This design comes from an exercise in tuning for small area and a short achievable clock period on the open sky130 flow, not from production work.
No run shown here included a check of the RTL's function; only the layout flow was run.
Power figures rest on the tool's default switching activity, not on a simulated workload.

<file path="design.v">
package coproc_pkg;
  parameter int operand_w   = 16;    
  parameter int word_w      = 32;    
  parameter int mult_stages = 3;     
  parameter int cold_pulse_ext  = 6;
  parameter int warm_pulse_ext  = 2;
  parameter int debug_pulse_ext = 32;
  parameter int uptime_w = 32;    
  parameter int led_w    = 10;    
  typedef enum logic {
    pulse_idle   = 1'b0,
    pulse_active = 1'b1    
  } pulse_state_t;
endpackage
import coproc_pkg::*;
module pulse_timer #(
  parameter int pulse_ext = cold_pulse_ext    
) (
  input  logic CLOCK_50,
  input  logic hps_fpga_reset_n,
  input  logic load,       
  output logic expired     
);
  localparam int cnt_w = (pulse_ext > 1) ? $clog2(pulse_ext) : 1;
  localparam logic [cnt_w-1:0] load_val = cnt_w'(pulse_ext - 1);
  logic [cnt_w-1:0] cnt_q;
  always_ff @(posedge CLOCK_50 or negedge hps_fpga_reset_n) begin
    if (!hps_fpga_reset_n) begin
      cnt_q <= '0;
    end else if (load) begin
      cnt_q <= load_val;                
    end else if (cnt_q != '0) begin
      cnt_q <= cnt_q - 1'b1;            
    end
  end
  assign expired = (cnt_q == '0) && !load;
endmodule
import coproc_pkg::*;
module reset_req_fsm #(
  parameter int pulse_ext = cold_pulse_ext    
) (
  input  logic CLOCK_50,
  input  logic hps_fpga_reset_n,
  input  logic req,       
  output logic pulse      
);
  logic         req_q;       
  logic         req_prev;    
  logic         rise;
  logic         load;        
  logic         expired;     
  coproc_pkg::pulse_state_t state_q;
  coproc_pkg::pulse_state_t state_d;
  always_ff @(posedge CLOCK_50 or negedge hps_fpga_reset_n) begin
    if (!hps_fpga_reset_n) begin
      req_q    <= 1'b0;
      req_prev <= 1'b0;
    end else begin
      req_q    <= req;        
      req_prev <= req_q;
    end
  end
  assign rise = req_q && !req_prev;    
  always_comb begin
    state_d = state_q;
    case (state_q)
      pulse_idle: begin
        if (rise) state_d = pulse_active;
      end
      pulse_active: begin
        if (expired) state_d = pulse_idle;
      end
      default: state_d = pulse_idle;
    endcase
  end
  always_ff @(posedge CLOCK_50 or negedge hps_fpga_reset_n) begin
    if (!hps_fpga_reset_n) begin
      state_q <= pulse_idle;
    end else begin
      state_q <= state_d;
    end
  end
  assign load  = (state_q == pulse_idle) && rise;
  assign pulse = (state_q == pulse_active);
  pulse_timer #(
    .pulse_ext (pulse_ext)
  ) timer_inst (
    .CLOCK_50         (CLOCK_50),
    .hps_fpga_reset_n (hps_fpga_reset_n),
    .load             (load),
    .expired          (expired)
  );
endmodule
import coproc_pkg::*;
module mult_pipe #(
  parameter int stages = mult_stages    
) (
  input  logic              CLOCK_50,
  input  logic              hps_fpga_reset_n,
  input  logic [word_w-1:0] in_readdata,
  input  logic              in_waitrequest,
  output logic              in_read,
  output logic [word_w-1:0] out_writedata,
  output logic              out_write,
  input  logic              out_waitrequest
);
  logic              stall;
  logic [2:0]        vld_q;           
  logic [15:0]       op_b;            
  logic [16:0]       b_ext;           
  logic [15:0]       a_q;
  logic [7:0]        one_q, two_q, neg_q;
  logic              one8_q;
  logic [7:0]        one_d, two_d, neg_d;
  logic [4:0]        lo_q;
  logic [26:0]       x_d, y_d, x_q, y_q;
  logic                  cin_q;           
  logic [word_w-1:0] p_q;
  assign stall   = out_waitrequest;
  assign in_read = !in_waitrequest && !stall;
  always_ff @(posedge CLOCK_50 or negedge hps_fpga_reset_n) begin
    if (!hps_fpga_reset_n) begin
      vld_q <= '0;
    end else if (!stall) begin
      vld_q <= {vld_q[1:0], in_read};
    end
  end
  assign op_b  = in_readdata[word_w-1:operand_w];
  assign b_ext = {op_b, 1'b0};
  always_comb begin
    for (int i = 0; i < 8; i++) begin
      one_d[i] = b_ext[2*i+1] ^ b_ext[2*i];
      two_d[i] = (b_ext[2*i+2] & !b_ext[2*i+1] & !b_ext[2*i]) |
                 (!b_ext[2*i+2] & b_ext[2*i+1] & b_ext[2*i]);
      neg_d[i] = b_ext[2*i+2];
    end
  end
  logic pp1;
  logic pp2;
  logic pp3;
  logic pp4;
  logic pp5;
  logic pp6;
  logic pp7;
  logic pp8;
  logic pp9;
  logic pp10;
  logic pp11;
  logic pp12;
  logic pp13;
  logic pp14;
  logic pp15;
  logic pp16;
  logic pp17;
  logic ns18;
  logic pp19;
  logic pp20;
  logic pp21;
  logic pp22;
  logic pp23;
  logic pp24;
  logic pp25;
  logic pp26;
  logic pp27;
  logic pp28;
  logic pp29;
  logic pp30;
  logic pp31;
  logic pp32;
  logic pp33;
  logic pp34;
  logic pp35;
  logic ns36;
  logic pp37;
  logic pp38;
  logic pp39;
  logic pp40;
  logic pp41;
  logic pp42;
  logic pp43;
  logic pp44;
  logic pp45;
  logic pp46;
  logic pp47;
  logic pp48;
  logic pp49;
  logic pp50;
  logic pp51;
  logic pp52;
  logic pp53;
  logic ns54;
  logic pp55;
  logic pp56;
  logic pp57;
  logic pp58;
  logic pp59;
  logic pp60;
  logic pp61;
  logic pp62;
  logic pp63;
  logic pp64;
  logic pp65;
  logic pp66;
  logic pp67;
  logic pp68;
  logic pp69;
  logic pp70;
  logic pp71;
  logic ns72;
  logic pp73;
  logic pp74;
  logic pp75;
  logic pp76;
  logic pp77;
  logic pp78;
  logic pp79;
  logic pp80;
  logic pp81;
  logic pp82;
  logic pp83;
  logic pp84;
  logic pp85;
  logic pp86;
  logic pp87;
  logic pp88;
  logic pp89;
  logic ns90;
  logic pp91;
  logic pp92;
  logic pp93;
  logic pp94;
  logic pp95;
  logic pp96;
  logic pp97;
  logic pp98;
  logic pp99;
  logic pp100;
  logic pp101;
  logic pp102;
  logic pp103;
  logic pp104;
  logic pp105;
  logic pp106;
  logic pp107;
  logic ns108;
  logic pp109;
  logic pp110;
  logic pp111;
  logic pp112;
  logic pp113;
  logic pp114;
  logic pp115;
  logic pp116;
  logic pp117;
  logic pp118;
  logic pp119;
  logic pp120;
  logic pp121;
  logic pp122;
  logic pp123;
  logic pp124;
  logic pp125;
  logic ns126;
  logic pp127;
  logic pp128;
  logic pp129;
  logic pp130;
  logic pp131;
  logic pp132;
  logic pp133;
  logic pp134;
  logic pp135;
  logic pp136;
  logic pp137;
  logic pp138;
  logic pp139;
  logic pp140;
  logic pp141;
  logic pp142;
  logic pp143;
  logic ns144;
  logic pp145;
  logic pp146;
  logic pp147;
  logic pp148;
  logic pp149;
  logic pp150;
  logic pp151;
  logic pp152;
  logic pp153;
  logic pp154;
  logic pp155;
  logic pp156;
  logic pp157;
  logic pp158;
  logic pp159;
  logic pp160;
  logic s161;
  logic c162;
  logic s163;
  logic c164;
  logic s165;
  logic c166;
  logic s167;
  logic c168;
  logic s169;
  logic c170;
  logic s171;
  logic c172;
  logic s173;
  logic c174;
  logic s175;
  logic c176;
  logic s177;
  logic c178;
  logic s179;
  logic c180;
  logic s181;
  logic c182;
  logic s183;
  logic c184;
  logic s185;
  logic c186;
  logic s187;
  logic c188;
  logic s189;
  logic c190;
  logic s191;
  logic c192;
  logic s193;
  logic c194;
  logic s195;
  logic c196;
  logic s197;
  logic c198;
  logic s199;
  logic c200;
  logic s201;
  logic c202;
  logic s203;
  logic c204;
  logic s205;
  logic c206;
  logic s207;
  logic c208;
  logic s209;
  logic c210;
  logic s211;
  logic c212;
  logic s213;
  logic c214;
  logic s215;
  logic c216;
  logic s217;
  logic c218;
  logic s219;
  logic c220;
  logic s221;
  logic c222;
  logic s223;
  logic c224;
  logic s225;
  logic c226;
  logic s227;
  logic c228;
  logic s229;
  logic c230;
  logic s231;
  logic c232;
  logic s233;
  logic c234;
  logic s235;
  logic c236;
  logic s237;
  logic c238;
  logic s239;
  logic c240;
  logic s241;
  logic c242;
  logic s243;
  logic c244;
  logic s245;
  logic c246;
  logic s247;
  logic c248;
  logic s249;
  logic c250;
  logic s251;
  logic c252;
  logic s253;
  logic c254;
  logic s255;
  logic c256;
  logic s257;
  logic c258;
  logic s259;
  logic c260;
  logic s261;
  logic c262;
  logic s263;
  logic c264;
  logic s265;
  logic c266;
  logic s267;
  logic c268;
  logic s269;
  logic c270;
  logic s271;
  logic c272;
  logic s273;
  logic c274;
  logic s275;
  logic c276;
  logic s277;
  logic c278;
  logic s279;
  logic c280;
  logic s281;
  logic c282;
  logic s283;
  logic c284;
  logic s285;
  logic c286;
  logic s287;
  logic c288;
  logic s289;
  logic c290;
  logic s291;
  logic c292;
  logic s293;
  logic c294;
  logic s295;
  logic c296;
  logic s297;
  logic c298;
  logic s299;
  logic c300;
  logic s301;
  logic c302;
  logic s303;
  logic c304;
  logic s305;
  logic c306;
  logic s307;
  logic c308;
  logic s309;
  logic c310;
  logic s311;
  logic c312;
  logic s313;
  logic c314;
  logic s315;
  logic c316;
  logic s317;
  logic c318;
  logic s319;
  logic c320;
  logic s321;
  logic c322;
  logic s323;
  logic c324;
  logic s325;
  logic c326;
  logic s327;
  logic c328;
  logic s329;
  logic c330;
  logic s331;
  logic c332;
  logic s333;
  logic c334;
  logic s335;
  logic c336;
  logic s337;
  logic c338;
  logic s339;
  logic c340;
  logic s341;
  logic c342;
  logic s343;
  logic c344;
  logic s345;
  logic c346;
  logic s347;
  logic c348;
  logic s349;
  logic c350;
  logic s351;
  logic c352;
  logic s353;
  logic c354;
  logic s355;
  logic c356;
  logic s357;
  logic c358;
  logic s359;
  logic c360;
  logic s361;
  logic c362;
  logic s363;
  logic c364;
  logic s365;
  logic c366;
  logic s367;
  logic c368;
  logic s369;
  logic c370;
  logic s371;
  logic c372;
  logic s373;
  logic c374;
  logic s375;
  logic c376;
  logic s377;
  logic c378;
  logic s379;
  logic c380;
  logic s381;
  logic c382;
  logic s383;
  logic c384;
  logic s385;
  logic c386;
  logic s387;
  logic c388;
  logic s389;
  logic c390;
  logic s391;
  logic c392;
  logic s393;
  logic c394;
  logic s395;
  logic c396;
  logic s397;
  logic c398;
  logic s399;
  logic c400;
  logic s401;
  logic c402;
  logic s403;
  logic c404;
  logic s405;
  logic c406;
  logic s407;
  logic c408;
  logic s409;
  logic c410;
  logic s411;
  logic c412;
  logic s413;
  logic c414;
  logic s415;
  logic c416;
  logic s417;
  logic c418;
  logic s419;
  logic c420;
  logic s421;
  logic c422;
  logic s423;
  logic c424;
  logic s425;
  logic c426;
  logic s427;
  logic c428;
  logic s429;
  logic c430;
  logic s431;
  logic c432;
  logic s433;
  logic c434;
  logic s435;
  logic c436;
  logic s437;
  logic c438;
  assign pp1 = ((one_q[0] & a_q[0])) ^ neg_q[0];
  assign pp2 = ((one_q[0] & a_q[1]) | (two_q[0] & a_q[0])) ^ neg_q[0];
  assign pp3 = ((one_q[0] & a_q[2]) | (two_q[0] & a_q[1])) ^ neg_q[0];
  assign pp4 = ((one_q[0] & a_q[3]) | (two_q[0] & a_q[2])) ^ neg_q[0];
  assign pp5 = ((one_q[0] & a_q[4]) | (two_q[0] & a_q[3])) ^ neg_q[0];
  assign pp6 = ((one_q[0] & a_q[5]) | (two_q[0] & a_q[4])) ^ neg_q[0];
  assign pp7 = ((one_q[0] & a_q[6]) | (two_q[0] & a_q[5])) ^ neg_q[0];
  assign pp8 = ((one_q[0] & a_q[7]) | (two_q[0] & a_q[6])) ^ neg_q[0];
  assign pp9 = ((one_q[0] & a_q[8]) | (two_q[0] & a_q[7])) ^ neg_q[0];
  assign pp10 = ((one_q[0] & a_q[9]) | (two_q[0] & a_q[8])) ^ neg_q[0];
  assign pp11 = ((one_q[0] & a_q[10]) | (two_q[0] & a_q[9])) ^ neg_q[0];
  assign pp12 = ((one_q[0] & a_q[11]) | (two_q[0] & a_q[10])) ^ neg_q[0];
  assign pp13 = ((one_q[0] & a_q[12]) | (two_q[0] & a_q[11])) ^ neg_q[0];
  assign pp14 = ((one_q[0] & a_q[13]) | (two_q[0] & a_q[12])) ^ neg_q[0];
  assign pp15 = ((one_q[0] & a_q[14]) | (two_q[0] & a_q[13])) ^ neg_q[0];
  assign pp16 = ((one_q[0] & a_q[15]) | (two_q[0] & a_q[14])) ^ neg_q[0];
  assign pp17 = ((two_q[0] & a_q[15])) ^ neg_q[0];
  assign ns18 = ~neg_q[0];
  assign pp19 = ((one_q[1] & a_q[0])) ^ neg_q[1];
  assign pp20 = ((one_q[1] & a_q[1]) | (two_q[1] & a_q[0])) ^ neg_q[1];
  assign pp21 = ((one_q[1] & a_q[2]) | (two_q[1] & a_q[1])) ^ neg_q[1];
  assign pp22 = ((one_q[1] & a_q[3]) | (two_q[1] & a_q[2])) ^ neg_q[1];
  assign pp23 = ((one_q[1] & a_q[4]) | (two_q[1] & a_q[3])) ^ neg_q[1];
  assign pp24 = ((one_q[1] & a_q[5]) | (two_q[1] & a_q[4])) ^ neg_q[1];
  assign pp25 = ((one_q[1] & a_q[6]) | (two_q[1] & a_q[5])) ^ neg_q[1];
  assign pp26 = ((one_q[1] & a_q[7]) | (two_q[1] & a_q[6])) ^ neg_q[1];
  assign pp27 = ((one_q[1] & a_q[8]) | (two_q[1] & a_q[7])) ^ neg_q[1];
  assign pp28 = ((one_q[1] & a_q[9]) | (two_q[1] & a_q[8])) ^ neg_q[1];
  assign pp29 = ((one_q[1] & a_q[10]) | (two_q[1] & a_q[9])) ^ neg_q[1];
  assign pp30 = ((one_q[1] & a_q[11]) | (two_q[1] & a_q[10])) ^ neg_q[1];
  assign pp31 = ((one_q[1] & a_q[12]) | (two_q[1] & a_q[11])) ^ neg_q[1];
  assign pp32 = ((one_q[1] & a_q[13]) | (two_q[1] & a_q[12])) ^ neg_q[1];
  assign pp33 = ((one_q[1] & a_q[14]) | (two_q[1] & a_q[13])) ^ neg_q[1];
  assign pp34 = ((one_q[1] & a_q[15]) | (two_q[1] & a_q[14])) ^ neg_q[1];
  assign pp35 = ((two_q[1] & a_q[15])) ^ neg_q[1];
  assign ns36 = ~neg_q[1];
  assign pp37 = ((one_q[2] & a_q[0])) ^ neg_q[2];
  assign pp38 = ((one_q[2] & a_q[1]) | (two_q[2] & a_q[0])) ^ neg_q[2];
  assign pp39 = ((one_q[2] & a_q[2]) | (two_q[2] & a_q[1])) ^ neg_q[2];
  assign pp40 = ((one_q[2] & a_q[3]) | (two_q[2] & a_q[2])) ^ neg_q[2];
  assign pp41 = ((one_q[2] & a_q[4]) | (two_q[2] & a_q[3])) ^ neg_q[2];
  assign pp42 = ((one_q[2] & a_q[5]) | (two_q[2] & a_q[4])) ^ neg_q[2];
  assign pp43 = ((one_q[2] & a_q[6]) | (two_q[2] & a_q[5])) ^ neg_q[2];
  assign pp44 = ((one_q[2] & a_q[7]) | (two_q[2] & a_q[6])) ^ neg_q[2];
  assign pp45 = ((one_q[2] & a_q[8]) | (two_q[2] & a_q[7])) ^ neg_q[2];
  assign pp46 = ((one_q[2] & a_q[9]) | (two_q[2] & a_q[8])) ^ neg_q[2];
  assign pp47 = ((one_q[2] & a_q[10]) | (two_q[2] & a_q[9])) ^ neg_q[2];
  assign pp48 = ((one_q[2] & a_q[11]) | (two_q[2] & a_q[10])) ^ neg_q[2];
  assign pp49 = ((one_q[2] & a_q[12]) | (two_q[2] & a_q[11])) ^ neg_q[2];
  assign pp50 = ((one_q[2] & a_q[13]) | (two_q[2] & a_q[12])) ^ neg_q[2];
  assign pp51 = ((one_q[2] & a_q[14]) | (two_q[2] & a_q[13])) ^ neg_q[2];
  assign pp52 = ((one_q[2] & a_q[15]) | (two_q[2] & a_q[14])) ^ neg_q[2];
  assign pp53 = ((two_q[2] & a_q[15])) ^ neg_q[2];
  assign ns54 = ~neg_q[2];
  assign pp55 = ((one_q[3] & a_q[0])) ^ neg_q[3];
  assign pp56 = ((one_q[3] & a_q[1]) | (two_q[3] & a_q[0])) ^ neg_q[3];
  assign pp57 = ((one_q[3] & a_q[2]) | (two_q[3] & a_q[1])) ^ neg_q[3];
  assign pp58 = ((one_q[3] & a_q[3]) | (two_q[3] & a_q[2])) ^ neg_q[3];
  assign pp59 = ((one_q[3] & a_q[4]) | (two_q[3] & a_q[3])) ^ neg_q[3];
  assign pp60 = ((one_q[3] & a_q[5]) | (two_q[3] & a_q[4])) ^ neg_q[3];
  assign pp61 = ((one_q[3] & a_q[6]) | (two_q[3] & a_q[5])) ^ neg_q[3];
  assign pp62 = ((one_q[3] & a_q[7]) | (two_q[3] & a_q[6])) ^ neg_q[3];
  assign pp63 = ((one_q[3] & a_q[8]) | (two_q[3] & a_q[7])) ^ neg_q[3];
  assign pp64 = ((one_q[3] & a_q[9]) | (two_q[3] & a_q[8])) ^ neg_q[3];
  assign pp65 = ((one_q[3] & a_q[10]) | (two_q[3] & a_q[9])) ^ neg_q[3];
  assign pp66 = ((one_q[3] & a_q[11]) | (two_q[3] & a_q[10])) ^ neg_q[3];
  assign pp67 = ((one_q[3] & a_q[12]) | (two_q[3] & a_q[11])) ^ neg_q[3];
  assign pp68 = ((one_q[3] & a_q[13]) | (two_q[3] & a_q[12])) ^ neg_q[3];
  assign pp69 = ((one_q[3] & a_q[14]) | (two_q[3] & a_q[13])) ^ neg_q[3];
  assign pp70 = ((one_q[3] & a_q[15]) | (two_q[3] & a_q[14])) ^ neg_q[3];
  assign pp71 = ((two_q[3] & a_q[15])) ^ neg_q[3];
  assign ns72 = ~neg_q[3];
  assign pp73 = ((one_q[4] & a_q[0])) ^ neg_q[4];
  assign pp74 = ((one_q[4] & a_q[1]) | (two_q[4] & a_q[0])) ^ neg_q[4];
  assign pp75 = ((one_q[4] & a_q[2]) | (two_q[4] & a_q[1])) ^ neg_q[4];
  assign pp76 = ((one_q[4] & a_q[3]) | (two_q[4] & a_q[2])) ^ neg_q[4];
  assign pp77 = ((one_q[4] & a_q[4]) | (two_q[4] & a_q[3])) ^ neg_q[4];
  assign pp78 = ((one_q[4] & a_q[5]) | (two_q[4] & a_q[4])) ^ neg_q[4];
  assign pp79 = ((one_q[4] & a_q[6]) | (two_q[4] & a_q[5])) ^ neg_q[4];
  assign pp80 = ((one_q[4] & a_q[7]) | (two_q[4] & a_q[6])) ^ neg_q[4];
  assign pp81 = ((one_q[4] & a_q[8]) | (two_q[4] & a_q[7])) ^ neg_q[4];
  assign pp82 = ((one_q[4] & a_q[9]) | (two_q[4] & a_q[8])) ^ neg_q[4];
  assign pp83 = ((one_q[4] & a_q[10]) | (two_q[4] & a_q[9])) ^ neg_q[4];
  assign pp84 = ((one_q[4] & a_q[11]) | (two_q[4] & a_q[10])) ^ neg_q[4];
  assign pp85 = ((one_q[4] & a_q[12]) | (two_q[4] & a_q[11])) ^ neg_q[4];
  assign pp86 = ((one_q[4] & a_q[13]) | (two_q[4] & a_q[12])) ^ neg_q[4];
  assign pp87 = ((one_q[4] & a_q[14]) | (two_q[4] & a_q[13])) ^ neg_q[4];
  assign pp88 = ((one_q[4] & a_q[15]) | (two_q[4] & a_q[14])) ^ neg_q[4];
  assign pp89 = ((two_q[4] & a_q[15])) ^ neg_q[4];
  assign ns90 = ~neg_q[4];
  assign pp91 = ((one_q[5] & a_q[0])) ^ neg_q[5];
  assign pp92 = ((one_q[5] & a_q[1]) | (two_q[5] & a_q[0])) ^ neg_q[5];
  assign pp93 = ((one_q[5] & a_q[2]) | (two_q[5] & a_q[1])) ^ neg_q[5];
  assign pp94 = ((one_q[5] & a_q[3]) | (two_q[5] & a_q[2])) ^ neg_q[5];
  assign pp95 = ((one_q[5] & a_q[4]) | (two_q[5] & a_q[3])) ^ neg_q[5];
  assign pp96 = ((one_q[5] & a_q[5]) | (two_q[5] & a_q[4])) ^ neg_q[5];
  assign pp97 = ((one_q[5] & a_q[6]) | (two_q[5] & a_q[5])) ^ neg_q[5];
  assign pp98 = ((one_q[5] & a_q[7]) | (two_q[5] & a_q[6])) ^ neg_q[5];
  assign pp99 = ((one_q[5] & a_q[8]) | (two_q[5] & a_q[7])) ^ neg_q[5];
  assign pp100 = ((one_q[5] & a_q[9]) | (two_q[5] & a_q[8])) ^ neg_q[5];
  assign pp101 = ((one_q[5] & a_q[10]) | (two_q[5] & a_q[9])) ^ neg_q[5];
  assign pp102 = ((one_q[5] & a_q[11]) | (two_q[5] & a_q[10])) ^ neg_q[5];
  assign pp103 = ((one_q[5] & a_q[12]) | (two_q[5] & a_q[11])) ^ neg_q[5];
  assign pp104 = ((one_q[5] & a_q[13]) | (two_q[5] & a_q[12])) ^ neg_q[5];
  assign pp105 = ((one_q[5] & a_q[14]) | (two_q[5] & a_q[13])) ^ neg_q[5];
  assign pp106 = ((one_q[5] & a_q[15]) | (two_q[5] & a_q[14])) ^ neg_q[5];
  assign pp107 = ((two_q[5] & a_q[15])) ^ neg_q[5];
  assign ns108 = ~neg_q[5];
  assign pp109 = ((one_q[6] & a_q[0])) ^ neg_q[6];
  assign pp110 = ((one_q[6] & a_q[1]) | (two_q[6] & a_q[0])) ^ neg_q[6];
  assign pp111 = ((one_q[6] & a_q[2]) | (two_q[6] & a_q[1])) ^ neg_q[6];
  assign pp112 = ((one_q[6] & a_q[3]) | (two_q[6] & a_q[2])) ^ neg_q[6];
  assign pp113 = ((one_q[6] & a_q[4]) | (two_q[6] & a_q[3])) ^ neg_q[6];
  assign pp114 = ((one_q[6] & a_q[5]) | (two_q[6] & a_q[4])) ^ neg_q[6];
  assign pp115 = ((one_q[6] & a_q[6]) | (two_q[6] & a_q[5])) ^ neg_q[6];
  assign pp116 = ((one_q[6] & a_q[7]) | (two_q[6] & a_q[6])) ^ neg_q[6];
  assign pp117 = ((one_q[6] & a_q[8]) | (two_q[6] & a_q[7])) ^ neg_q[6];
  assign pp118 = ((one_q[6] & a_q[9]) | (two_q[6] & a_q[8])) ^ neg_q[6];
  assign pp119 = ((one_q[6] & a_q[10]) | (two_q[6] & a_q[9])) ^ neg_q[6];
  assign pp120 = ((one_q[6] & a_q[11]) | (two_q[6] & a_q[10])) ^ neg_q[6];
  assign pp121 = ((one_q[6] & a_q[12]) | (two_q[6] & a_q[11])) ^ neg_q[6];
  assign pp122 = ((one_q[6] & a_q[13]) | (two_q[6] & a_q[12])) ^ neg_q[6];
  assign pp123 = ((one_q[6] & a_q[14]) | (two_q[6] & a_q[13])) ^ neg_q[6];
  assign pp124 = ((one_q[6] & a_q[15]) | (two_q[6] & a_q[14])) ^ neg_q[6];
  assign pp125 = ((two_q[6] & a_q[15])) ^ neg_q[6];
  assign ns126 = ~neg_q[6];
  assign pp127 = ((one_q[7] & a_q[0])) ^ neg_q[7];
  assign pp128 = ((one_q[7] & a_q[1]) | (two_q[7] & a_q[0])) ^ neg_q[7];
  assign pp129 = ((one_q[7] & a_q[2]) | (two_q[7] & a_q[1])) ^ neg_q[7];
  assign pp130 = ((one_q[7] & a_q[3]) | (two_q[7] & a_q[2])) ^ neg_q[7];
  assign pp131 = ((one_q[7] & a_q[4]) | (two_q[7] & a_q[3])) ^ neg_q[7];
  assign pp132 = ((one_q[7] & a_q[5]) | (two_q[7] & a_q[4])) ^ neg_q[7];
  assign pp133 = ((one_q[7] & a_q[6]) | (two_q[7] & a_q[5])) ^ neg_q[7];
  assign pp134 = ((one_q[7] & a_q[7]) | (two_q[7] & a_q[6])) ^ neg_q[7];
  assign pp135 = ((one_q[7] & a_q[8]) | (two_q[7] & a_q[7])) ^ neg_q[7];
  assign pp136 = ((one_q[7] & a_q[9]) | (two_q[7] & a_q[8])) ^ neg_q[7];
  assign pp137 = ((one_q[7] & a_q[10]) | (two_q[7] & a_q[9])) ^ neg_q[7];
  assign pp138 = ((one_q[7] & a_q[11]) | (two_q[7] & a_q[10])) ^ neg_q[7];
  assign pp139 = ((one_q[7] & a_q[12]) | (two_q[7] & a_q[11])) ^ neg_q[7];
  assign pp140 = ((one_q[7] & a_q[13]) | (two_q[7] & a_q[12])) ^ neg_q[7];
  assign pp141 = ((one_q[7] & a_q[14]) | (two_q[7] & a_q[13])) ^ neg_q[7];
  assign pp142 = ((one_q[7] & a_q[15]) | (two_q[7] & a_q[14])) ^ neg_q[7];
  assign pp143 = ((two_q[7] & a_q[15])) ^ neg_q[7];
  assign ns144 = ~neg_q[7];
  assign pp145 = one8_q & a_q[0];
  assign pp146 = one8_q & a_q[1];
  assign pp147 = one8_q & a_q[2];
  assign pp148 = one8_q & a_q[3];
  assign pp149 = one8_q & a_q[4];
  assign pp150 = one8_q & a_q[5];
  assign pp151 = one8_q & a_q[6];
  assign pp152 = one8_q & a_q[7];
  assign pp153 = one8_q & a_q[8];
  assign pp154 = one8_q & a_q[9];
  assign pp155 = one8_q & a_q[10];
  assign pp156 = one8_q & a_q[11];
  assign pp157 = one8_q & a_q[12];
  assign pp158 = one8_q & a_q[13];
  assign pp159 = one8_q & a_q[14];
  assign pp160 = one8_q & a_q[15];
  assign s161 = 1'b1 ^ ns18;
  assign c162 = 1'b1 & ns18;
  assign s163 = 1'b1 ^ pp147;
  assign c164 = 1'b1 & pp147;
  mult_ha u_s165 (.a(neg_q[5]), .b(pp11), .s(s165), .co(c166));
  mult_ha u_s167 (.a(pp12), .b(pp28), .s(s167), .co(c168));
  mult_fa u_s169 (.a(neg_q[6]), .b(pp13), .c(pp29), .s(s169), .co(c170));
  mult_ha u_s171 (.a(pp45), .b(pp61), .s(s171), .co(c172));
  mult_fa u_s173 (.a(pp14), .b(pp30), .c(pp46), .s(s173), .co(c174));
  mult_ha u_s175 (.a(pp62), .b(pp78), .s(s175), .co(c176));
  mult_fa u_s177 (.a(neg_q[7]), .b(pp15), .c(pp31), .s(s177), .co(c178));
  mult_fa u_s179 (.a(pp47), .b(pp63), .c(pp79), .s(s179), .co(c180));
  mult_ha u_s181 (.a(pp95), .b(pp111), .s(s181), .co(c182));
  mult_fa u_s183 (.a(pp16), .b(pp32), .c(pp48), .s(s183), .co(c184));
  mult_fa u_s185 (.a(pp64), .b(pp80), .c(pp96), .s(s185), .co(c186));
  mult_ha u_s187 (.a(pp112), .b(pp128), .s(s187), .co(c188));
  mult_fa u_s189 (.a(pp145), .b(pp17), .c(pp33), .s(s189), .co(c190));
  mult_fa u_s191 (.a(pp49), .b(pp65), .c(pp81), .s(s191), .co(c192));
  mult_fa u_s193 (.a(pp97), .b(pp113), .c(pp129), .s(s193), .co(c194));
  mult_fa u_s195 (.a(pp146), .b(pp34), .c(pp50), .s(s195), .co(c196));
  mult_fa u_s197 (.a(pp66), .b(pp82), .c(pp98), .s(s197), .co(c198));
  mult_fa u_s199 (.a(pp114), .b(pp130), .c(s161), .s(s199), .co(c200));
  mult_fa u_s201 (.a(c162), .b(pp35), .c(pp51), .s(s201), .co(c202));
  mult_fa u_s203 (.a(pp67), .b(pp83), .c(pp99), .s(s203), .co(c204));
  mult_fa u_s205 (.a(pp115), .b(pp131), .c(s163), .s(s205), .co(c206));
  mult_fa u_s207 (.a(ns36), .b(pp148), .c(c164), .s(s207), .co(c208));
  mult_fa u_s209 (.a(pp52), .b(pp68), .c(pp84), .s(s209), .co(c210));
  mult_fa u_s211 (.a(pp100), .b(pp116), .c(pp132), .s(s211), .co(c212));
  assign s213 = 1'b1 ^ pp149 ^ pp53;
  assign c214 = (1'b1 & pp149) | (pp53 & (1'b1 ^ pp149));
  mult_fa u_s215 (.a(pp69), .b(pp85), .c(pp101), .s(s215), .co(c216));
  mult_ha u_s217 (.a(pp117), .b(pp133), .s(s217), .co(c218));
  mult_fa u_s219 (.a(ns54), .b(pp150), .c(pp70), .s(s219), .co(c220));
  mult_fa u_s221 (.a(pp86), .b(pp102), .c(pp118), .s(s221), .co(c222));
  assign s223 = 1'b1 ^ pp151 ^ pp71;
  assign c224 = (1'b1 & pp151) | (pp71 & (1'b1 ^ pp151));
  mult_ha u_s225 (.a(pp87), .b(pp103), .s(s225), .co(c226));
  mult_fa u_s227 (.a(ns72), .b(pp152), .c(pp88), .s(s227), .co(c228));
  assign s229 = 1'b1 ^ pp153;
  assign c230 = 1'b1 & pp153;
  mult_ha u_s231 (.a(neg_q[3]), .b(pp7), .s(s231), .co(c232));
  mult_ha u_s233 (.a(pp8), .b(pp24), .s(s233), .co(c234));
  mult_fa u_s235 (.a(neg_q[4]), .b(pp9), .c(pp25), .s(s235), .co(c236));
  mult_ha u_s237 (.a(pp41), .b(pp57), .s(s237), .co(c238));
  mult_fa u_s239 (.a(pp10), .b(pp26), .c(pp42), .s(s239), .co(c240));
  mult_ha u_s241 (.a(pp58), .b(pp74), .s(s241), .co(c242));
  mult_fa u_s243 (.a(pp27), .b(pp43), .c(pp59), .s(s243), .co(c244));
  mult_fa u_s245 (.a(pp75), .b(pp91), .c(s165), .s(s245), .co(c246));
  mult_fa u_s247 (.a(pp44), .b(pp60), .c(pp76), .s(s247), .co(c248));
  mult_fa u_s249 (.a(pp92), .b(c166), .c(s167), .s(s249), .co(c250));
  mult_fa u_s251 (.a(pp77), .b(pp93), .c(pp109), .s(s251), .co(c252));
  mult_fa u_s253 (.a(c168), .b(s171), .c(s169), .s(s253), .co(c254));
  mult_fa u_s255 (.a(pp94), .b(pp110), .c(c172), .s(s255), .co(c256));
  mult_fa u_s257 (.a(s175), .b(c170), .c(s173), .s(s257), .co(c258));
  mult_fa u_s259 (.a(pp127), .b(c176), .c(s181), .s(s259), .co(c260));
  mult_fa u_s261 (.a(c174), .b(s177), .c(s179), .s(s261), .co(c262));
  mult_fa u_s263 (.a(c182), .b(s187), .c(c178), .s(s263), .co(c264));
  mult_fa u_s265 (.a(c180), .b(s183), .c(s185), .s(s265), .co(c266));
  mult_fa u_s267 (.a(c188), .b(c184), .c(c186), .s(s267), .co(c268));
  mult_fa u_s269 (.a(s189), .b(s191), .c(s193), .s(s269), .co(c270));
  mult_fa u_s271 (.a(c190), .b(c192), .c(c194), .s(s271), .co(c272));
  mult_fa u_s273 (.a(s195), .b(s197), .c(s199), .s(s273), .co(c274));
  mult_fa u_s275 (.a(c196), .b(c198), .c(c200), .s(s275), .co(c276));
  mult_fa u_s277 (.a(s201), .b(s203), .c(s205), .s(s277), .co(c278));
  mult_fa u_s279 (.a(c202), .b(c204), .c(s207), .s(s279), .co(c280));
  mult_fa u_s281 (.a(s209), .b(s211), .c(c206), .s(s281), .co(c282));
  mult_fa u_s283 (.a(s217), .b(c208), .c(c210), .s(s283), .co(c284));
  mult_fa u_s285 (.a(c212), .b(s213), .c(s215), .s(s285), .co(c286));
  mult_fa u_s287 (.a(pp134), .b(c218), .c(c214), .s(s287), .co(c288));
  mult_fa u_s289 (.a(c216), .b(s219), .c(s221), .s(s289), .co(c290));
  mult_fa u_s291 (.a(pp119), .b(pp135), .c(s225), .s(s291), .co(c292));
  mult_fa u_s293 (.a(c220), .b(c222), .c(s223), .s(s293), .co(c294));
  mult_fa u_s295 (.a(pp104), .b(pp120), .c(pp136), .s(s295), .co(c296));
  mult_fa u_s297 (.a(c226), .b(c224), .c(s227), .s(s297), .co(c298));
  mult_fa u_s299 (.a(pp89), .b(pp105), .c(pp121), .s(s299), .co(c300));
  mult_fa u_s301 (.a(pp137), .b(s229), .c(c228), .s(s301), .co(c302));
  mult_fa u_s303 (.a(ns90), .b(pp154), .c(c230), .s(s303), .co(c304));
  mult_fa u_s305 (.a(pp106), .b(pp122), .c(pp138), .s(s305), .co(c306));
  assign s307 = 1'b1 ^ pp155 ^ pp107;
  assign c308 = (1'b1 & pp155) | (pp107 & (1'b1 ^ pp155));
  mult_ha u_s309 (.a(pp123), .b(pp139), .s(s309), .co(c310));
  mult_fa u_s311 (.a(ns108), .b(pp156), .c(pp124), .s(s311), .co(c312));
  assign s313 = 1'b1 ^ pp157;
  assign c314 = 1'b1 & pp157;
  mult_ha u_s315 (.a(neg_q[2]), .b(pp5), .s(s315), .co(c316));
  mult_ha u_s317 (.a(pp6), .b(pp22), .s(s317), .co(c318));
  mult_fa u_s319 (.a(pp23), .b(pp39), .c(pp55), .s(s319), .co(c320));
  mult_fa u_s321 (.a(pp40), .b(pp56), .c(c232), .s(s321), .co(c322));
  mult_fa u_s323 (.a(pp73), .b(c234), .c(s237), .s(s323), .co(c324));
  mult_fa u_s325 (.a(c238), .b(s241), .c(c236), .s(s325), .co(c326));
  mult_fa u_s327 (.a(c242), .b(c240), .c(s243), .s(s327), .co(c328));
  mult_fa u_s329 (.a(c244), .b(s247), .c(c246), .s(s329), .co(c330));
  mult_fa u_s331 (.a(c248), .b(s251), .c(c250), .s(s331), .co(c332));
  mult_fa u_s333 (.a(c252), .b(s255), .c(c254), .s(s333), .co(c334));
  mult_fa u_s335 (.a(c256), .b(s259), .c(c258), .s(s335), .co(c336));
  mult_fa u_s337 (.a(c260), .b(c262), .c(s263), .s(s337), .co(c338));
  mult_fa u_s339 (.a(c264), .b(c266), .c(s267), .s(s339), .co(c340));
  mult_fa u_s341 (.a(c268), .b(c270), .c(s271), .s(s341), .co(c342));
  mult_fa u_s343 (.a(c272), .b(c274), .c(s275), .s(s343), .co(c344));
  mult_fa u_s345 (.a(c276), .b(s279), .c(c278), .s(s345), .co(c346));
  mult_fa u_s347 (.a(c280), .b(s283), .c(c282), .s(s347), .co(c348));
  mult_fa u_s349 (.a(c284), .b(c286), .c(s287), .s(s349), .co(c350));
  mult_fa u_s351 (.a(s291), .b(c288), .c(c290), .s(s351), .co(c352));
  mult_fa u_s353 (.a(s295), .b(c292), .c(c294), .s(s353), .co(c354));
  mult_fa u_s355 (.a(c296), .b(s299), .c(c298), .s(s355), .co(c356));
  mult_fa u_s357 (.a(c300), .b(s303), .c(s305), .s(s357), .co(c358));
  mult_fa u_s359 (.a(s309), .b(c304), .c(c306), .s(s359), .co(c360));
  mult_fa u_s361 (.a(pp140), .b(c310), .c(c308), .s(s361), .co(c362));
  mult_fa u_s363 (.a(pp125), .b(pp141), .c(s313), .s(s363), .co(c364));
  mult_fa u_s365 (.a(ns126), .b(pp158), .c(c314), .s(s365), .co(c366));
  assign s367 = 1'b1 ^ pp159;
  assign c368 = 1'b1 & pp159;
  mult_ha u_s369 (.a(neg_q[1]), .b(pp3), .s(s369), .co(c370));
  mult_ha u_s371 (.a(pp4), .b(pp20), .s(s371), .co(c372));
  mult_fa u_s373 (.a(pp21), .b(pp37), .c(s315), .s(s373), .co(c374));
  mult_fa u_s375 (.a(pp38), .b(c316), .c(s317), .s(s375), .co(c376));
  mult_fa u_s377 (.a(c318), .b(s231), .c(s319), .s(s377), .co(c378));
  mult_fa u_s379 (.a(s233), .b(c320), .c(s321), .s(s379), .co(c380));
  mult_fa u_s381 (.a(s235), .b(c322), .c(s323), .s(s381), .co(c382));
  mult_fa u_s383 (.a(s239), .b(c324), .c(s325), .s(s383), .co(c384));
  mult_fa u_s385 (.a(s245), .b(c326), .c(s327), .s(s385), .co(c386));
  mult_fa u_s387 (.a(s249), .b(c328), .c(s329), .s(s387), .co(c388));
  mult_fa u_s389 (.a(s253), .b(c330), .c(s331), .s(s389), .co(c390));
  mult_fa u_s391 (.a(s257), .b(c332), .c(s333), .s(s391), .co(c392));
  mult_fa u_s393 (.a(s261), .b(c334), .c(s335), .s(s393), .co(c394));
  mult_fa u_s395 (.a(s265), .b(c336), .c(s337), .s(s395), .co(c396));
  mult_fa u_s397 (.a(s269), .b(c338), .c(s339), .s(s397), .co(c398));
  mult_fa u_s399 (.a(s273), .b(c340), .c(s341), .s(s399), .co(c400));
  mult_fa u_s401 (.a(s277), .b(c342), .c(s343), .s(s401), .co(c402));
  mult_fa u_s403 (.a(s281), .b(c344), .c(s345), .s(s403), .co(c404));
  mult_fa u_s405 (.a(s285), .b(c346), .c(s347), .s(s405), .co(c406));
  mult_fa u_s407 (.a(s289), .b(c348), .c(s349), .s(s407), .co(c408));
  mult_fa u_s409 (.a(s293), .b(c350), .c(s351), .s(s409), .co(c410));
  mult_fa u_s411 (.a(s297), .b(c352), .c(s353), .s(s411), .co(c412));
  mult_fa u_s413 (.a(s301), .b(c354), .c(s355), .s(s413), .co(c414));
  mult_fa u_s415 (.a(c302), .b(s357), .c(c356), .s(s415), .co(c416));
  mult_fa u_s417 (.a(s307), .b(c358), .c(s359), .s(s417), .co(c418));
  mult_fa u_s419 (.a(s311), .b(c360), .c(s361), .s(s419), .co(c420));
  mult_fa u_s421 (.a(c312), .b(s363), .c(c362), .s(s421), .co(c422));
  mult_fa u_s423 (.a(pp142), .b(s365), .c(c364), .s(s423), .co(c424));
  mult_fa u_s425 (.a(pp143), .b(s367), .c(c366), .s(s425), .co(c426));
  mult_fa u_s427 (.a(ns144), .b(pp160), .c(c368), .s(s427), .co(c428));
  mult_ha u_s429 (.a(neg_q[0]), .b(pp1), .s(s429), .co(c430));
  mult_ha u_s431 (.a(pp2), .b(c430), .s(s431), .co(c432));
  mult_fa u_s433 (.a(pp19), .b(s369), .c(c432), .s(s433), .co(c434));
  mult_fa u_s435 (.a(c370), .b(s371), .c(c434), .s(s435), .co(c436));
  mult_fa u_s437 (.a(c372), .b(s373), .c(c436), .s(s437), .co(c438));
  assign x_d = {s427, s425, s423, c420, c418, s417, s415, c412, c410, c408, c406, c404, c402, c400, c398, c396, c394, c392, c390, c388, c386, c384, c382, c380, c378, c376, c374};
  assign y_d = {c426, c424, c422, s421, s419, c416, c414, s413, s411, s409, s407, s405, s403, s401, s399, s397, s395, s393, s391, s389, s387, s385, s383, s381, s379, s377, s375};
  always_ff @(posedge CLOCK_50) begin
    if (!stall) begin
      a_q    <= in_readdata[operand_w-1:0];
      one_q  <= one_d;
      two_q  <= two_d;
      neg_q  <= neg_d;
      one8_q <= op_b[15];
      lo_q   <= {s437, s435, s433, s431, s429};
      x_q    <= x_d;
      y_q    <= y_d;
      cin_q  <= c438;
      p_q    <= {x_q + y_q + 27'(cin_q), lo_q};
    end
  end
  assign out_write     = vld_q[2];
  assign out_writedata = p_q;
endmodule
module mult_fa (
  input  logic a,
  input  logic b,
  input  logic c,
  output logic s,
  output logic co
);
  assign s  = a ^ b ^ c;
  assign co = (a & b) | (c & (a ^ b));
endmodule
module mult_ha (
  input  logic a,
  input  logic b,
  output logic s,
  output logic co
);
  assign s  = a ^ b;
  assign co = a & b;
endmodule
import coproc_pkg::*;
module coproc_top (
  input  logic                CLOCK_50,
  input  logic                hps_fpga_reset_n,
  input  logic [word_w-1:0]   in_readdata,
  input  logic                in_waitrequest,
  output logic                in_read,
  output logic [word_w-1:0]   out_writedata,
  output logic                out_write,
  input  logic                out_waitrequest,
  input  logic [2:0]          reset_req,
  output logic                cold_reset,
  output logic                warm_reset,
  output logic                debug_reset,
  output logic [uptime_w-1:0] status_count,
  output logic [led_w-1:0]    ledr
);
  logic [uptime_w-1:0] uptime_q;    
  mult_pipe #(
    .stages (mult_stages)
  ) mult_inst (
    .CLOCK_50         (CLOCK_50),
    .hps_fpga_reset_n (hps_fpga_reset_n),
    .in_readdata      (in_readdata),
    .in_waitrequest   (in_waitrequest),
    .in_read          (in_read),
    .out_writedata    (out_writedata),
    .out_write        (out_write),
    .out_waitrequest  (out_waitrequest)
  );
  reset_req_fsm #(
    .pulse_ext (cold_pulse_ext)
  ) cold_req_inst (
    .CLOCK_50         (CLOCK_50),
    .hps_fpga_reset_n (hps_fpga_reset_n),
    .req              (reset_req[0]),
    .pulse            (cold_reset)
  );
  reset_req_fsm #(
    .pulse_ext (warm_pulse_ext)
  ) warm_req_inst (
    .CLOCK_50         (CLOCK_50),
    .hps_fpga_reset_n (hps_fpga_reset_n),
    .req              (reset_req[1]),
    .pulse            (warm_reset)
  );
  reset_req_fsm #(
    .pulse_ext (debug_pulse_ext)
  ) debug_req_inst (
    .CLOCK_50         (CLOCK_50),
    .hps_fpga_reset_n (hps_fpga_reset_n),
    .req              (reset_req[2]),
    .pulse            (debug_reset)
  );
  always_ff @(posedge CLOCK_50 or negedge hps_fpga_reset_n) begin
    if (!hps_fpga_reset_n) begin
      uptime_q <= '0;
    end else begin
      uptime_q <= uptime_q + 1'b1;    
    end
  end
  assign status_count = uptime_q;                        
  assign ledr         = uptime_q[uptime_w-1 -: led_w];   
endmodule
</file>
<file path="run.sh">
#!/bin/bash
# synth_recipe.tcl (not shown) runs the flow's synth.tcl, then flattens the netlist and writes it again
# the make line also repeats each setting of config.mk as NAME=value (left out here)
make -C /OpenROAD-flow-scripts/flow DESIGN_CONFIG=/design/flow/config.mk WORK_HOME=/design/flow/orfs CLKGATE_MAP_FILE= SYNTH_SCRIPT=/design/flow/synth_recipe.tcl finish
</file>
<file path="config.mk">
export PLATFORM = sky130hd
export DESIGN_NAME = coproc_top
export DESIGN_NICKNAME = coproc_top
export VERILOG_FILES = /design/flow/design.v
export SDC_FILE = /design/flow/constraint.sdc
export NUM_CORES = 4
export LEC_CHECK = 0
export ABC_CLOCK_PERIOD_IN_PS = 3000
export CAP_MARGIN = 20
export CORE_MARGIN = 2
export CORE_UTILIZATION = 55
export SETUP_SLACK_MARGIN = 3.5
export SLEW_MARGIN = 20
export SYNTH_HIERARCHICAL = 1
</file>
<file path="constraint.sdc">
create_clock -name core_clock -period 6.8 [get_ports {CLOCK_50}]
set_input_delay 1.3600 -clock core_clock [delete_from_list [all_inputs] [get_ports {CLOCK_50}]]
set_output_delay 1.3600 -clock core_clock [all_outputs]
set_load 0.01 [all_outputs]
</file>
==> impl_metrics.env, run 1 <==
export IMPL_die_area_mm2=0.02546
export IMPL_die_h_um=159.6
export IMPL_clkTransAtPathRegs_ns=0.08
export IMPL_ff2ff_setup_slack_ns=3.60
export IMPL_critPathMaxFanout=2
export IMPL_slew_violations=0
export IMPL_worstMarginPinSlew_ns=0.8923
export IMPL_layout_worst_path_cycle_share_pct=47.45
export IMPL_seq_area_frac_synth_pct=39.74
export IMPL_p_leak_nw=6.332
export IMPL_synth_cells=1105
export IMPL_die_x_um=159.6
export IMPL_cts_buffer_depth=2
export IMPL_hold_path_class="register to register"
export IMPL_globalplace_congestion=0.8392
export IMPL_path_class="input pin to output pin"
export IMPL_crit_path_start="in_waitrequest"
export IMPL_grt_use_total_pct=23.70
export IMPL_powerDensity_mw_per_mm2=409.4
export IMPL_layout_nets=1464
export IMPL_wl_per_cell_um=18.27
export IMPL_postCtsHoldBufs=0
export IMPL_worstPathArrival_ns=1.87
export IMPL_drt_total_wl_mm=29.08
export IMPL_syn_cell_area_mm2=0.01331
export IMPL_io_buffers=117
export IMPL_final_common_cell="xnor2_1"
export IMPL_clock_latency_ns=0.44
export IMPL_h_tree_depth=4
export IMPL_clock_sinks=185
export IMPL_synth_top_cell_area_share_pct=29.78
export IMPL_synth_async_reset_ratio_pct=28.65
export IMPL_numCtsBuffers=17
export IMPL_whs_path_depth=0
export IMPL_final_core_util_pct=68.71
export IMPL_cp_start_kind="input pin"
export IMPL_cts_tree="yes"
export IMPL_synth_cell_types=66
export IMPL_start_util_pct=56.37
export IMPL_max_slew_margin_rel_pct=40.51
export IMPL_grt_max_degree=133
export IMPL_overflow=0
export IMPL_setup_tns_ns=0
export IMPL_synth_enable_flop_cells=132
export IMPL_drc_errors=0
export IMPL_firstDrtPassIters=5
export IMPL_syn_num_nets=1309
export IMPL_crit_path_end_kind="output pin"
export IMPL_grt_first_pass_wirelength_mm=48.22
export IMPL_clk_root_buffer_cell="clkbuf_16"
export IMPL_setup_viol_count_final=0
export IMPL_ant_nets=0
export IMPL_holdPathEnd="warm_req_inst.req_prev$_DFF_PN0_"
export IMPL_viasPerCell=5.696
export IMPL_crit_required_ns=5.44
export IMPL_antenna_found_initial=0
export IMPL_rows=56
export IMPL_rsz0062_at_grt="yes"
export IMPL_first_iter_violations=884
export IMPL_postSynthAreaPerCell_um2=12.05
export IMPL_core_mm2=0.02361
export IMPL_synth_main_ff_cell="edfxtp_1"
export IMPL_maxCapViolCount=0
export IMPL_syn2layout_area_growth_pct=21.87
export IMPL_reg2reg_depth=8
export IMPL_worstReg2RegStart="mult_inst.a_q[11]$_DFFE_PN_"
export IMPL_min_from="warm_req_inst.req_q$_DFF_PN0_"
export IMPL_synth_area_top_cells="edfxtp_1 30%, fa_1 17%, xnor2_1 12%, dfrtp_1 10%, a22oi_1 6.8%"
export IMPL_ir_drop_uv=208.3
export IMPL_yosysWarnings=14
export IMPL_grt_pass1_vias=9257
export IMPL_antenna_cells=0
export IMPL_io_pins=118
export IMPL_hpwl_mm=18.84
export IMPL_outcome="no timing/DRC/antenna violations"
export IMPL_finClkSkew_ns=0.01246
export IMPL_drive_gt1_share_pct=14.30
export IMPL_synth_area_leader_cell="edfxtp_1"
export IMPL_fin_crit_ns=3.226
export IMPL_max_freq_mhz=309.9
export IMPL_finalHoldViolations=0
export IMPL_final_cell_mix="178 x xnor2_1, 132 x edfxtp_1, 120 x a22oi_1"
export IMPL_rr_endpoint="mult_inst.y_q[17]$_DFFE_PN_"
export IMPL_num_vias=9068
export IMPL_synth_seq_cells=185
## cells by family after synthesis
group                      Yosys count  synth area share (%)
adders and majority gates          165                 21.94
buffers and inverters              140                 4.530
muxes                                3                0.2444
and+or+nand+nor                    197                 8.601
DFF                                185                 39.74
AOI/OAI and AO/OA                  219                 12.05
xor gates and xnor gates           196                 12.90
## Yosys stat by module (local to each module, per instance), a selection
module / cells / flip-flops and latches
coproc_top: 129 / 32
mult_fa: 1 / 0
mult_ha: 1 / 0
## worst max-delay path by stage
| stage | endpoint | cells past startpoint | slack (ns) |
|---|---|---|---|
| floorplan | mult_inst.a_q[0]$_DFFE_PN_ | 1 | 3.15 |
| global placement | in_read | 3 | 2.84 |
| detailed placement | in_read | 3 | 2.74 |
| CTS | in_read | 3 | 3.46 |
| global route | mult_inst.y_q[11]$_DFFE_PN_ | 7 | 3.49 |
| finish | in_read | 3 | 3.57 |
## flip-flops by register name, summed over array words and instances, names as in the netlist, 3 cells and up
register,flops
debug_req_inst.timer_inst.cnt_q,5
mult_inst.vld_q,3
mult_inst.a_q,16
cold_req_inst.timer_inst.cnt_q,3
uptime_q,32
mult_inst.two_q,8
mult_inst.y_q,27
mult_inst.p_q,32
mult_inst.x_q,27
mult_inst.neg_q,7
mult_inst.one_q,8
mult_inst.lo_q,5
## stage by stage
stage | area [um2] | hold slack [ns] | power, W | worst slack (ns) | cells
after global placement | 14490 | 0.3517 | 0.005404 | 2.838 | 1448
after detailed placement | 14490 | 0.3616 | 0.005516 | 2.744 | 1448
after floorplan | 13320 | 0.3443 | 0.004499 | 3.149 | 1105
after CTS | 16110 | 0.3871 | 0.006663 | 3.456 | 1579
after global routing | 16220 | 0.3931 | 0.007257 | 3.488 | 1592
final | 16220 | 0.3829 | 0.006641 | 3.574 | 1592
## per-layer routing
layer	GRT usage, %	vias to the layer above	part of all wire (%)	wire length, um
li1	-	4200	-	-
met1	32.99	4475	44	12860
met2	38.11	346	47	13770
met3	4.506	47	6.5	1900
met4	7.025	0	1.9	538
met5	0	-	0	0
## cells in the mapped netlist, drive strengths merged (11+ instances only)
cell	instances
and2	16
a21o	14
and3	11
buf	28
clkbuf	70
nor2	22
xnor2	178
a22oi	121
xor2	18
fa	114
nor2b	11
ha	51
o21ai	22
edfxtp	132
nand2b	13
nand4	19
nand2	50
dfrtp	53
nand3	15
a21oi	30
inv	42
## cell type report
type / count / area, um2
inverter: 42 / 161.4
multi-input combinational: 780 / 7428
fill: 1782 / 7390
clock inverter: 15 / 206.4
tap: 319 / 399.1
clock buffer: 17 / 425.4
timing repair buffer: 234 / 2312
sequential: 185 / 5290
## repair_timing
item,4_1_cts,5_1_grt
gates cloned,0,0
setup buffers,99,13
gates resized for setup,7,4
setup endpoints to repair,26,14
pin swaps,1,4
## critical path, stage by stage
cell and delay, ns:
dlygate4sd2_1 0.24, nor2_2 0.11, buf_2 0.15
## report_power, final
| group | switching (W) | internal [W] |
|---|---|---|
| combinational | 0.00196 | 0.00170 |
| sequential | 0.000124 | 0.00183 |
| clock | 0.000523 | 0.000509 |
| total | 0.00260 | 0.00404 |
==> inputs of run 2 (changes only) <==
--- a/config.mk
+++ b/config.mk
@@ -11,3 +11,3 @@
 export CORE_UTILIZATION = 55
-export SETUP_SLACK_MARGIN = 3.5
+export SETUP_SLACK_MARGIN = 3.7
 export SLEW_MARGIN = 20
==> impl_metrics.env, run 2 <==
export IMPL_stdcell_count=1606
export IMPL_postSynthAreaPerCell_um2=12.05
export IMPL_io_pins=118
export IMPL_cts_tree="yes"
export IMPL_yosysWarnings=14
export IMPL_drc_errors=0
export IMPL_die_h_um=159.6
export IMPL_fin_total_pwr_w=0.006753
export IMPL_drt_total_wl_mm=31.36
export IMPL_drive_gt1_share_pct=20.67
export IMPL_dp_cells=1449
export IMPL_worstPathArrival_ns=3.37
export IMPL_hold_path_class="register to register"
export IMPL_layout_nets=1478
export IMPL_rows=56
export IMPL_synth_seq_cells=185
export IMPL_yosysMostFrequentCell="xnor2_1"
export IMPL_core_mm2=0.02361
export IMPL_clkTransAtPathRegs_ns=0.08
export IMPL_clock_sinks=185
export IMPL_grt_pass1_vias=9337
export IMPL_syn_cell_area_mm2=0.01331
export IMPL_max_freq_mhz=313.3
export IMPL_worstMarginPinSlew_ns=0.8328
export IMPL_start_util_pct=56.37
export IMPL_max_slew_margin_rel_pct=44.07
export IMPL_synth_enable_flop_cells=132
export IMPL_seq_area_frac_synth_pct=39.74
export IMPL_multiInputGateArea_mm2=0.007741
export IMPL_slew_violations=0
export IMPL_p_leak_nw=6.436
export IMPL_worst_slack_ns=3.608
export IMPL_fin_crit_ns=3.192
export IMPL_ant_nets=0
export IMPL_layout_worst_path_cycle_share_pct=46.94
export IMPL_final_common_cell="xnor2_1"
export IMPL_die_x_um=159.6
export IMPL_grt_first_pass_wirelength_mm=49.54
export IMPL_syn2layout_area_growth_pct=24.83
export IMPL_met3_usage_pct=4.845
export IMPL_cp_start_kind="register"
export IMPL_crit_required_ns=6.98
export IMPL_maxCapViolCount=0
export IMPL_hpwl_mm=18.98
export IMPL_synth_commonest_cells="178 x xnor2_1, 132 x edfxtp_1, 121 x a22oi_1"
export IMPL_setup_tns_ns=0
export IMPL_first_iter_violations=934
export IMPL_finClkSkew_ns=0.01924
export IMPL_crit_path_start="mult_inst.two_q[3]$_DFFE_PN_"
export IMPL_final_cell_mix="168 x xnor2_1, 132 x edfxtp_1, 113 x clkdlybuf4s50_1"
export IMPL_crit_path_end_kind="register"
export IMPL_critical_path_max_stage_delay_ns=0.58
export IMPL_powerDensity_mw_per_mm2=406.4
export IMPL_crit_chain="buf_4 -> a22oi_1 -> xnor2_1 -> fa_1 -> fa_2 -> fa_1 -> fa_1"
export IMPL_ir_drop_uv=183.0
export IMPL_num_vias=9385
export IMPL_num_fill_cells=1678
export IMPL_grt_use_total_pct=24.58
export IMPL_worstReg2RegStart="mult_inst.two_q[3]$_DFFE_PN_"
export IMPL_syn_num_nets=1309
export IMPL_viasPerCell=5.844
export IMPL_rsz0062_at_grt="yes"
export IMPL_globalplace_congestion=0.8638
export IMPL_reg2reg_depth=7
export IMPL_setup_viol_count_final=0
export IMPL_path_class="register to register"
export IMPL_synth_area_leader_cell="edfxtp_1"
export IMPL_h_tree_depth=4
export IMPL_io_buffers=117
export IMPL_grt_max_degree=133
export IMPL_final_seq_area_mm2=0.005290
export IMPL_holdPathEnd="cold_req_inst.req_prev$_DFF_PN0_"
export IMPL_overflow=0
export IMPL_cts_buffer_depth=2
export IMPL_synth_cells=1105
export IMPL_synth_top_cell_area_share_pct=29.78
export IMPL_path_common_cell="fa_1"
export IMPL_clk_root_buffer_cell="clkbuf_16"
export IMPL_outcome="no timing/DRC/antenna violations"
export IMPL_antenna_cells=0
export IMPL_ff2ff_setup_slack_ns=3.61
export IMPL_critPathMaxFanout=6
export IMPL_synth_cell_types=66
export IMPL_place_ws_ns=2.819
export IMPL_reg_largest_list="mult_inst.p_q: 32 flops, uptime_q: 32 flops"
export IMPL_finalHoldViolations=0
export IMPL_min_from="cold_req_inst.req_q$_DFF_PN0_"
export IMPL_antenna_found_initial=0
export IMPL_grt_util_met1_pct=35.77
export IMPL_top_usage_layer="met2"
export IMPL_gr_usage_met2_pct=37.47
export IMPL_numCtsBuffers=17
export IMPL_rr_endpoint="mult_inst.y_q[13]$_DFFE_PN_"
export IMPL_die_area_mm2=0.02546
export IMPL_clock_latency_ns=0.45
export IMPL_cpMaxStageDelayCell="fa_1"
export IMPL_firstDrtPassIters=5
export IMPL_synth_area_top_cells="edfxtp_1 30%, fa_1 17%, xnor2_1 12%, dfrtp_1 10%, a22oi_1 6.8%"
export IMPL_synth_main_ff_cell="edfxtp_1"
export IMPL_whs_path_depth=0
export IMPL_synth_async_reset_ratio_pct=28.65
export IMPL_wl_per_cell_um=19.53
## run 2: changes by cell type in the layout (fill, tap and decap cells not counted), sizes merged
cell,delta
buf,+16
clkinv,-5
inv,+4
dlygate4sd2,-1
## run 2: power by group
group | internal (W) | switching [W] | leakage (nW)
Clock | 0.000494 | 0.000507 | 0.286
Combinational | 0.00177 | 0.00202 | 4.18
Sequential | 0.00183 | 0.000125 | 1.97
Total | 0.00410 | 0.00265 | 6.44
## run 2: worst max-delay path, delay by kind of cell, from the launching register on
kind                     cells  cell delay (ns)
AO/OA/AOI/OAI                1             0.26
buffers and inverters        1             0.19
flip-flops                   1             0.42
adder cells (fa/ha/maj)      4             1.92
XOR/XNOR                     1             0.14
## run 2: per-layer routing
| metal | up-vias | part of all wire [%] |
|---|---|---|
| met3 | 87 | 8.9 |
| met2 | 512 | 45 |
| met4 | 0 | 2.7 |
| met5 | - | 0 |
| li1 | 4230 | - |
| met1 | 4556 | 43 |
## run 2: layout make-up
| cell class | instances | area share (%) |
|---|---|---|
| clock buffer | 18 | 2.583 |
| clock inverter | 14 | 0.9111 |
| inverter | 42 | 0.9713 |
| multi-input combinational | 780 | 46.59 |
| sequential | 185 | 31.83 |
| tap | 319 | 2.402 |
| timing repair buffer | 248 | 14.71 |
## run 2: kinds of logic after synthesis
group	after synthesis	share of synthesized area [%]
AO/OA/AOI/OAI	219	12.05
AND/OR/NAND/NOR	197	8.601
XOR/XNOR	196	12.90
flip-flops	185	39.74
adder cells (fa/ha/maj)	165	21.94
buffers and inverters	140	4.530
multiplexers	3	0.2444
## run 2: how the worst max path moves through the flow
stage | end | slack, ns
2_1_floorplan | mult_inst.a_q[0]$_DFFE_PN_ | 3.15
3_3_place_gp | in_read | 2.83
3_5_place_dp | in_read | 2.82
4_1_cts | mult_inst.y_q[17]$_DFFE_PN_ | 3.67
5_1_grt | mult_inst.y_q[17]$_DFFE_PN_ | 3.56
6_report | mult_inst.y_q[13]$_DFFE_PN_ | 3.61
## run 2: per-stage QoR
| step | hold WS, ns | cell area (um2) | utilization, % |
|---|---|---|---|
| after global routing | 0.4018 | 16620 | 70.37 |
| after global placement | 0.3575 | 14490 | 61.38 |
| after floorplan | 0.3443 | 13380 | - |
| final | 0.3777 | 16620 | 70.37 |
| after detailed placement | 0.3558 | 14490 | 61.38 |
| after CTS | 0.3801 | 16290 | 68.98 |
## run 2: modules after synthesis, one instance, submodules excluded, a selection
| module | cell area [um2] | flops+latches |
|---|---|---|
| mult_ha | 12.51 | 0 |
| coproc_top | 1528 | 32 |
| mult_fa | 20.02 | 0 |
## run 2: timing repair
item                                    CTS  global route
cloned                                    0             0
setup buffers                           121             4
hold buffers                              0             0
pin swaps                                15            32
gates resized for setup                  29            65
endpoints found under the setup margin   32            29
==> inputs of run 3 (changes only) <==
==> flow/run.sh (new file) <==
#!/bin/bash
# Layout flow: the standard ORFS flow, with the port buffers that the
# placement step inserts made from sky130_fd_sc_hd__buf_1, which the timing
# repair may then resize, instead of the delay-cell buffer the resizer picks.
set -euo pipefail
bash standard.sh "BUFFER_PORTS_ARGS=-buffer_cell sky130_fd_sc_hd__buf_1" finish > orfs_make.log 2>&1
==> standard.sh (new file) <==
#!/bin/bash
# synth_recipe.tcl (not shown) runs the flow's synth.tcl, then flattens the netlist and writes it again
# the make line also repeats each setting of config.mk as NAME=value (left out here)
make -C /OpenROAD-flow-scripts/flow DESIGN_CONFIG=/design/flow/config.mk WORK_HOME=/design/flow/orfs CLKGATE_MAP_FILE= SYNTH_SCRIPT=/design/flow/synth_recipe.tcl "${@:-finish}"
--- a/config.mk
+++ b/config.mk
@@ -11,3 +11,3 @@
 export CORE_UTILIZATION = 55
-export SETUP_SLACK_MARGIN = 3.7
+export SETUP_SLACK_MARGIN = 3.6
 export SLEW_MARGIN = 20
removed: run.sh
==> impl_metrics.env, run 3 <==
export IMPL_drc_errors=0
export IMPL_finish_instance_area_mm2=0.01553
export IMPL_postCtsHoldBufs=0
export IMPL_slew_violations=0
export IMPL_overflow=0
export IMPL_worst_slack_ns=3.607
export IMPL_finClkSkew_ns=0.02085
export IMPL_met3_usage_pct=4.793
export IMPL_crit_family="adder cells"
export IMPL_worstMarginPinSlew_ns=1.016
export IMPL_p_leak_nw=6.007
export IMPL_rsz0062_at_grt="yes"
export IMPL_first_iter_violations=912
export IMPL_io_pins=118
export IMPL_antenna_cells=0
export IMPL_critical_path_max_stage_delay_ns=0.52
export IMPL_final_common_cell="xnor2_1"
export IMPL_fin_total_pwr_w=0.006568
export IMPL_cts_buffer_depth=2
export IMPL_clkTransAtPathRegs_ns=0.08
export IMPL_cpMaxStageDelayCell="fa_1"
export IMPL_hpwl_mm=19.53
export IMPL_max_freq_mhz=313.1
export IMPL_synth_async_reset_ratio_pct=28.65
export IMPL_stdcell_count=1580
export IMPL_synth_commonest_cells="178 x xnor2_1, 132 x edfxtp_1, 121 x a22oi_1"
export IMPL_grt_first_pass_wirelength_mm=48.47
export IMPL_synth_cell_types=66
export IMPL_ir_drop_uv=192.2
export IMPL_start_util_pct=56.37
export IMPL_synth_area_top_cells="edfxtp_1 30%, fa_1 17%, xnor2_1 12%, dfrtp_1 10%, a22oi_1 6.8%"
export IMPL_postSynthAreaPerCell_um2=12.05
export IMPL_fin_crit_ns=3.193
export IMPL_numCtsBuffers=17
export IMPL_io_buffers=117
export IMPL_grt_util_met1_pct=33.96
export IMPL_ant_nets=0
export IMPL_dpl_cell_area_mm2=0.01377
export IMPL_layout_nets=1452
export IMPL_num_vias=9081
export IMPL_grt_max_degree=82
export IMPL_h_tree_depth=4
export IMPL_crit_buf_inv=1
export IMPL_synth_top_cell_area_share_pct=29.78
export IMPL_drt_total_wl_mm=29.96
export IMPL_synth_area_leader_cell="edfxtp_1"
export IMPL_place_ws_ns=3.257
export IMPL_clk_root_buffer_cell="clkbuf_16"
export IMPL_outcome="no timing/DRC/antenna violations"
export IMPL_synth_main_ff_cell="edfxtp_1"
export IMPL_path_class="register to register"
export IMPL_yosysWarnings=14
export IMPL_synth_cells=1105
export IMPL_globalplace_congestion=0.8566
export IMPL_clock_latency_ns=0.46
export IMPL_final_cell_mix="177 x xnor2_1, 132 x edfxtp_1, 114 x buf_1"
export IMPL_syn2layout_area_growth_pct=16.68
export IMPL_setup_viol_count_final=0
export IMPL_finalHoldViolations=0
export IMPL_worstPathArrival_ns=3.39
export IMPL_dp_cells=1451
export IMPL_powerDensity_mw_per_mm2=422.8
export IMPL_syn_cell_area_mm2=0.01331
export IMPL_die_h_um=159.6
export IMPL_synth_seq_cells=185
export IMPL_antenna_found_initial=0
export IMPL_critPathMaxFanout=8
export IMPL_cp_start_kind="register"
export IMPL_crit_chain="buf_12 -> a22oi_1 -> xnor2_1 -> fa_2 -> fa_2 -> fa_1 -> fa_1"
export IMPL_drive_gt1_share_pct=14.67
export IMPL_num_fill_cells=1870
export IMPL_gr_usage_met2_pct=37.68
export IMPL_max_slew_margin_rel_pct=32.26
export IMPL_reg_largest_list="mult_inst.p_q: 32 flops, uptime_q: 32 flops"
export IMPL_die_area_mm2=0.02546
export IMPL_grt_pass1_vias=9012
export IMPL_yosysMostFrequentCell="xnor2_1"
export IMPL_clock_sinks=185
export IMPL_final_seq_area_mm2=0.005290
export IMPL_maxCapViolCount=0
export IMPL_layout_worst_path_cycle_share_pct=46.96
export IMPL_wl_per_cell_um=18.96
export IMPL_seq_area_frac_synth_pct=39.74
export IMPL_top_usage_layer="met2"
export IMPL_grt_use_total_pct=24.16
export IMPL_die_x_um=159.6
export IMPL_crit_path_end_kind="register"
export IMPL_viasPerCell=5.747
export IMPL_crit_required_ns=6.99
export IMPL_setup_tns_ns=0
export IMPL_core_mm2=0.02361
export IMPL_syn_num_nets=1309
export IMPL_cts_tree="yes"
export IMPL_multiInputGateArea_mm2=0.007491
export IMPL_hold_path_class="register to register"
export IMPL_rows=56
export IMPL_synth_enable_flop_cells=132
export IMPL_firstDrtPassIters=5
run 3: path summary, 6_finish.rpt:
kind,startpoint,slack [ns],cells after the start,end
max reg2reg,mult_inst.two_q[2]$_DFFE_PN_,3.61,7,mult_inst.y_q[13]$_DFFE_PN_
max in group asynchronous,hps_fpga_reset_n,5.33,2,uptime_q[4]$_DFF_PN0_
max,mult_inst.two_q[2]$_DFFE_PN_,3.61,7,mult_inst.y_q[13]$_DFFE_PN_
min reg2reg,debug_req_inst.req_q$_DFF_PN0_,0.37,0,debug_req_inst.req_prev$_DFF_PN0_
min,debug_req_inst.req_q$_DFF_PN0_,0.37,0,debug_req_inst.req_prev$_DFF_PN0_
min in group asynchronous,hps_fpga_reset_n,1.01,2,debug_req_inst.timer_inst.cnt_q[0]$_DFFE_PN0P_
run 3: modules after synthesis (local to each module, per instance), a selection:
module      cell area [um2]  flip-flops and latches  cells  times used
mult_fa               20.02                       0      1         112
coproc_top             1528                      32    129           1
mult_ha               12.51                       0      1          19
run 3: logic make-up after synthesis:
| kind of cell | share of synthesized area [%] |
|---|---|
| mux | 0.2444 |
| fa+ha+maj | 21.94 |
| xor+xnor | 12.90 |
| simple gates | 8.601 |
| compound gates | 12.05 |
| buf+inv | 4.530 |
| flops | 39.74 |
run 3: per-stage QoR:
stage	hold slack, ns	util, %
2_1_floorplan	0.3443	-
3_3_place_gp	0.3485	58.31
3_5_place_dp	0.3590	58.31
4_1_cts	0.3765	65.29
5_1_grt	0.3880	65.78
6_report	0.3729	65.78
run 3: repair_timing:
action                     in CTS  in global routing
resized for setup               1                 20
pin swaps                       0                 17
setup buffers                  92                  5
setup endpoints to repair      27                 19
run 3: cell type report:
type	instances	share of cell area [%]
flip-flops and latches	185	34.06
inverters	42	1.039
clock buffers	17	2.739
repair buffers	222	9.884
clock inverters	15	1.482
well taps	319	2.570
multi-input cells	780	48.23
run 3: power breakdown:
part           switching, W  internal [W]
logic               0.00195       0.00157
clock network      0.000536      0.000552
registers          0.000127       0.00183
run 3: layer usage:
layer / wire (um) / up-vias
li1: - / 4164
met1: 13140 / 4434
met2: 13640 / 411
met3: 2296 / 72
met4: 880 / 0
met5: 0 / -

-- re-timing with driven ports --
In the flow no input, the clock included, has a driving cell. The finished layouts below were timed again as built, in two steps.
Step 1, drivers: a clkbuf_16 drives CLOCK_50 and a buf_2 each remaining input, both assumed.
Step 2 also shifts input and output timing later by t, the mid clock arrival at the registers, as if the neighbouring blocks saw the same clock.
Three values: no drivers, after step 1, after step 2; two values: the first two.
run | t (ns) | setup WS [ns]
run 1 | 0.481 | 3.574 / 3.551 / 3.551
run 2 | 0.490 | 3.608 / 3.608 / 3.608
run 3 | 0.493 | 3.607 / 3.607 / 3.356
After both steps setup and hold are still met in every run listed.
